From an optimization exercise on the open Yosys and OpenROAD flow, aimed at small area and a short achievable clock period; shortcuts taken in it are not production practice.
Function was checked by simulation only, so behaviour that the tests miss may differ from the original.
Power figures rest on the tool's default switching activity, not on a simulated workload.

<file path="design/flow/run.sh">
#!/bin/bash
# synth_recipe.tcl (not shown) runs the flow's synth.tcl, then flattens the netlist and writes it again
# the make line also repeats each setting of config.mk as NAME=value (left out here)
make -C /OpenROAD-flow-scripts/flow DESIGN_CONFIG=/design/flow/config.mk WORK_HOME=/design/flow/orfs CLKGATE_MAP_FILE= SYNTH_SCRIPT=/design/flow/synth_recipe.tcl finish
</file>
<file path="design/flow/config.mk">
export PLATFORM = sky130hd
export DESIGN_NAME = regfile_sb
export DESIGN_NICKNAME = regfile_sb
export VERILOG_FILES = /design/flow/design.v
export SDC_FILE = /design/flow/constraint.sdc
export NUM_CORES = 4
export LEC_CHECK = 0
export CAP_MARGIN = 20
export CORE_MARGIN = 2
export CORE_UTILIZATION = 40
export SLEW_MARGIN = 20
</file>
<file path="design/flow/constraint.sdc">
create_clock -name core_clock -period 6.5 [get_ports {clk}]
set_input_delay 1.3000 -clock core_clock [delete_from_list [all_inputs] [get_ports {clk}]]
set_output_delay 1.3000 -clock core_clock [all_outputs]
set_load 0.01 [all_outputs]
</file>
<file path="design/flow/design.v">
package regfile_pkg;
  localparam int unsigned XLEN_DEFAULT  = 32;
  localparam int unsigned NREGS_DEFAULT = 32;
  typedef logic [XLEN_DEFAULT-1:0]          reg_data_t;
  typedef logic [$clog2(NREGS_DEFAULT)-1:0] reg_addr_t;
  localparam int unsigned ZERO_REG = 0;
endpackage
import regfile_pkg::*;
module regfile_scoreboard
#(
  parameter int unsigned NREGS = NREGS_DEFAULT,
  parameter int unsigned AW    = $clog2(NREGS)
) (
  input  logic             clk_i,
  input  logic             reset_i,
  input  logic             issue_en_i,
  input  logic [AW-1:0]    issue_addr_i,
  input  logic             wrt_en_i,
  input  logic [AW-1:0]    wrt_addr_i,
  input  logic             flush_i,
  output logic [NREGS-1:0] pending_o,
  output logic             wb_unexp_o
);
  logic [NREGS-1:0] pending_q, pending_d;
  logic             wb_unexp_q, wb_unexp_d;
  logic             wrt_hit, issue_hit;
  assign wrt_hit   = wrt_en_i & (wrt_addr_i != AW'(ZERO_REG));
  assign issue_hit = issue_en_i & (issue_addr_i != AW'(ZERO_REG));
  always_comb begin
    pending_d = pending_q;
    if (wrt_hit) pending_d[wrt_addr_i] = 1'b0;
    if (flush_i) pending_d = '0;
    if (issue_hit) pending_d[issue_addr_i] = 1'b1;
    pending_d[ZERO_REG] = 1'b0;
    wb_unexp_d = wrt_hit & ~pending_q[wrt_addr_i];
  end
  always_ff @(posedge clk_i) begin
    if (reset_i) begin
      pending_q  <= '0;
      wb_unexp_q <= 1'b0;
    end else begin
      pending_q  <= pending_d;
      wb_unexp_q <= wb_unexp_d;
    end
  end
  assign pending_o  = pending_q;
  assign wb_unexp_o = wb_unexp_q;
endmodule
import regfile_pkg::*;
module regfile_sb
#(
  parameter int unsigned XLEN  = XLEN_DEFAULT,
  parameter int unsigned NREGS = NREGS_DEFAULT,
  parameter int unsigned AW    = $clog2(NREGS)
) (
  input  logic            clk,
  input  logic            reset,
  input  logic [AW-1:0]   rg_rd_addr1,
  input  logic [AW-1:0]   rg_rd_addr2,
  output logic [XLEN-1:0] rg_rd_data1,
  output logic [XLEN-1:0] rg_rd_data2,
  output logic            rg_rd_rdy1,
  output logic            rg_rd_rdy2,
  input  logic            issue_en,
  input  logic [AW-1:0]   issue_addr,
  output logic            issue_ok,
  input  logic            rg_wrt_en,
  input  logic [AW-1:0]   rg_wrt_addr,
  input  logic [XLEN-1:0] rg_wrt_data,
  input  logic            flush,
  output logic            wb_unexp
);
  logic [XLEN-1:0]  mem_q [NREGS];
  logic [NREGS-1:0] pending;
  logic             wrt_hit;
  assign wrt_hit = rg_wrt_en & (rg_wrt_addr != AW'(ZERO_REG));
  always_ff @(posedge clk) begin
    if (reset) begin
      for (int i = 0; i < int'(NREGS); i++) mem_q[i] <= '0;
    end else if (wrt_hit) begin
      mem_q[rg_wrt_addr] <= rg_wrt_data;
    end
  end
  regfile_scoreboard #(
    .NREGS (NREGS),
    .AW    (AW)
  ) u_scoreboard (
    .clk_i        (clk),
    .reset_i      (reset),
    .issue_en_i   (issue_en),
    .issue_addr_i (issue_addr),
    .wrt_en_i     (rg_wrt_en),
    .wrt_addr_i   (rg_wrt_addr),
    .flush_i      (flush),
    .pending_o    (pending),
    .wb_unexp_o   (wb_unexp)
  );
  logic byp_ok;
  assign byp_ok = wrt_hit & ~reset;
  always_comb begin
    rg_rd_data1 = mem_q[rg_rd_addr1];
    rg_rd_rdy1  = ~pending[rg_rd_addr1];
    rg_rd_data2 = mem_q[rg_rd_addr2];
    rg_rd_rdy2  = ~pending[rg_rd_addr2];
    issue_ok    = ~pending[issue_addr];
    if (byp_ok && (rg_wrt_addr == rg_rd_addr1)) begin
      rg_rd_data1 = rg_wrt_data;
      rg_rd_rdy1  = 1'b1;
    end
    if (byp_ok && (rg_wrt_addr == rg_rd_addr2)) begin
      rg_rd_data2 = rg_wrt_data;
      rg_rd_rdy2  = 1'b1;
    end
    if (byp_ok && (rg_wrt_addr == issue_addr)) issue_ok = 1'b1;
  end
endmodule
</file>
==> run notes <==
-- flip-flops by register name, summed over array words and instances (netlist names) --
| signal | cells |
|---|---|
| mem_q | 1024 |
| u_scoreboard.pending_q | 31 |
| u_scoreboard.wb_unexp_q | 1 |
-- power groups by stage --
stage	Clock, µW	Sequential (µW)	Combinational [µW]
6_report	6090	7980	2070
5_1_grt	6390	8020	2160
4_1_cts	6160	7980	2070
3_5_place_dp	0	8120	2070
3_3_place_gp	0	8100	2070
2_1_floorplan	0	8060	1260
-- logic make-up after synthesis --
family	after synthesis
buffers and inverters	432
multiplexers	620
adder cells (fa/ha/maj)	9
XOR/XNOR	19
flip-flops	1056
AO/OA/AOI/OAI	356
AND/OR/NAND/NOR	1290
-- cell type report --
type,count,area [µm²]
Fill cell,12200,77100
Clock buffer,145,2990
Timing Repair Buffer,300,3190
Sequential cell,1056,31400
Antenna cell,5,12.5
Multi-Input combinational cell,2294,23900
Clock inverter,57,394
Tap cell,1890,2360
Inverter,20,75.1
-- layout by cell type, fill, tap and decap left out, types with 32 or more instances in the layout --
master,netlist,final
dfxtp_1,32,32
or2_2,34,34
nand2_1,51,51
nor4_1,67,67
and2_1,1028,1027
nor2_4,0,32
o22ai_1,249,249
mux2_2,38,38
buf_4,33,123
clkinv_1,1,32
buf_12,0,53
edfxtp_1,1024,1024
clkdlybuf4s50_1,0,109
mux4_2,535,535
clkbuf_16,0,113
a21oi_1,37,37
-- worst max-delay path: stages --
cell and delay (ps):
clkdlybuf4s50_1 490, inv_1 70, ha_1 250, and2_1 190, ha_1 230, or3b_4 430, nor4_2 290, and2_2 230
buf_4 390, mux2_2 390, clkdlybuf4s50_1 490
-- through the flow --
step / cells / worst slack (ps)
2_1_floorplan: 3782 / 1310
3_3_place_gp: 5560 / 417
3_5_place_dp: 5560 / 413
4_1_cts: 5762 / 396
5_1_grt: 5763 / 248
6_report: 5767 / 420
-- worst min-delay path by stage --
| stage | depth (start not counted) | start | to | slack [ps] |
|---|---|---|---|---|
| 2_1_floorplan | 2 | u_scoreboard.pending_q[19] | u_scoreboard.pending_q[19] | 480 |
| 3_3_place_gp | 2 | u_scoreboard.pending_q[3] | u_scoreboard.pending_q[3] | 530 |
| 3_5_place_dp | 2 | u_scoreboard.pending_q[3] | u_scoreboard.pending_q[3] | 540 |
| 4_1_cts | 2 | u_scoreboard.pending_q[3] | u_scoreboard.pending_q[3] | 550 |
| 5_1_grt | 2 | u_scoreboard.pending_q[3] | u_scoreboard.pending_q[3] | 570 |
| 6_report | 2 | u_scoreboard.pending_q[3] | u_scoreboard.pending_q[3] | 550 |
-- routing by layer --
| metal | share of wire [%] | track usage (%) | vias to the layer above |
|---|---|---|---|
| li1 | - | - | 14700 |
| met1 | 40 | 34.6 | 18700 |
| met2 | 47 | 40.8 | 1892 |
| met3 | 8.8 | 4.60 | 392 |
| met4 | 4.4 | 11.2 | 2 |
| met5 | 0.0037 | 0 | - |
==> metrics.md <==
| Metric | Value |
|---|---|
| Root Buffer | clkbuf_16 |
| Clock latency on the worst-skew pair | 740 ps |
| DRC violations left | 0 |
| FMAX | 164 MHz |
| CTS Buf Count | 110 |
| CTS tree | built |
| Count leader, synth | and2_1 |
| Clk pin slew, worst setup/hold paths | 60 ps |
| First-pass DRT Iterations | 6 |
| Critical path data required time | 5200 ps |
| RSZ-0062 raised after global routing | no |
| Worst hold slack | 549 ps |
| Critical path class | input pin to output pin |
| LEAKAGE | 0.0214 µW |
| CP Launch Type | input pin |
| Fin crit share | 93.5% |
| Detailed Route Iter0 Violations | 4694 |
| Peak supply drop | 0.226 mV |
| Async S/R FF share, synth | 0% |
| Sw power | 4010 µW |
| Largest family of logic cells by synthesized area | multiplexers |
| Total track usage | 25.7% |
| I/O Buffers | 124 |
| Vias in the first global route | 35900 |
| Core area | 141000 µm² |
| Mux share of post-synthesis cell area | 23.0% |
| Syn nets | 3848 |
| Syn_area_per_cell | 15.1 µm² |
| Area fraction of the dominant cell type after synthesis | 54.0% |
| Clock share of power | 37.7% |
| #FFs+latches synth | 1056 |
| Gpl congestion | 0.821 |
| Share of post-route cells with drive strength above 1 | 26.4% |
| Final min period | 6080 ps |
| Dpl hpwl | 112000 µm |
| Cell variety after synth | 63 |
| Switching share of power | 24.9% |
| Final WL | 187000 µm |
| Initial antenna violation count | 10 |
| Sequential fraction of the synthesis area | 55.1% |
| Number of synthesized flops with an enable pin | 1024 |
| Synth area leaders | edfxtp_1, mux4_2, and2_1 |
| Yosys warning total | 2 |
| Core Util, Final | 45.5% |
| Post-synth top cells | and2_1, edfxtp_1, mux4_2, clkbuf_1, o22ai_1 |
| Flop pwr share | 49.5% |
| Die area | 146000 µm² |
| Initial core utilization | 40.3% |
| Top Ports | 125 |
| Total power divided by cell area | 251 nW/µm² |
| Post-Synth Adder-Cell Area | 0.198% |
| Largest net degree at the start of global routing | 74 |
| CTS sink count | 1056 |
| R2r setup slk | 4720 ps |
| Status | finished clean |
| Worst hold path type | flop to flop |
| Vias | 35800 |
| Setup TNS | 0 ps |
| Clk_skew | 29.5 ps |
| Placed instance area | 60900 µm² |
| Worst r2r path cells | 4 |
| Deepest clock path buffer count | 3 |
| WP data arrival | 4780 ps |
| Via/cell ratio | 6.20 |
| Primary FF master, synth | edfxtp_1 |
| Largest area contributor in the netlist | edfxtp_1 |
| Post-CTS Setup Inserts | 0 |
| Post-synthesis compound-gate area fraction | 4.05% |
| Layout Area Growth over Synthesis | 12.8% |
| Relative slew slack | 27.1% |
| Die height | 381 µm |
| Final net count | 3848 |
| Grt total ovfl | 0 |
| Synth Instances | 3782 |
| Global-route wire length before repair | 267000 µm |
| Max cap viols | 0 |
| Pint | 12100 µW |
| FF-to-FF End | u_scoreboard.wb_unexp_q |
| CTS Hold Bufs | 0 |
| Post-Synth Simple-Gate Area | 13.9% |
| Synth Area in XOR/XNOR | 0.292% |
| Crit path capture | rg_rd_data1[19] |
| Hold Vio Cnt, Final | 0 |
| Critical-path maximum fanout | 16 |
| FF-to-FF Start | u_scoreboard.pending_q[17] |
| H-tree lvl count | 3 |
| CP endpoint kind | output pin |
| Post-CTS sizing | 0 |
| Final Power | 16100 µW |
| Fin area | 64300 µm² |
| Worst-Margin Slew | 1090 ps |
| Logic pwr share | 12.8% |
| Rows | 138 |
| Die width | 381 µm |
| Antenna Nets Post-Route | 0 |
| Drt wl/cell | 32.5 µm |
| Critical Path Source | rg_wrt_addr[0] |
| Pins Over Slew Limit | 0 |
| Finish-stage setup viols | 0 |
| Cell Area, Synth | 57000 µm² |

afterwards: timing with drivers on the ports:
Ports are ideal in the flow. The routed layout listed here was re-timed in OpenROAD. Step 1 (the two cells are an assumption about what drives the block):
set clk [get_ports {clk}]
set_driving_cell -lib_cell sky130_fd_sc_hd__clkbuf_16 $clk
set_driving_cell -lib_cell sky130_fd_sc_hd__buf_2 [delete_from_list [all_inputs] $clk]
Step 2, shift: input delay + t, output delay - t, t = (earliest + latest rising clock arrival at the registers) / 2. This alone moves slack from input paths to output paths. Three values: ideal ports, drivers, drivers and shift; two values: the first two.
t, ns: 0.799
setup slack, ns: 0.420 / 0.387 / 0.387
cell pins on the clock port's net: 1
After both steps this run still meets setup and hold. For this run, drivers alone change the setup slack by -0.033 ns; drivers and shift together by -0.033 ns.
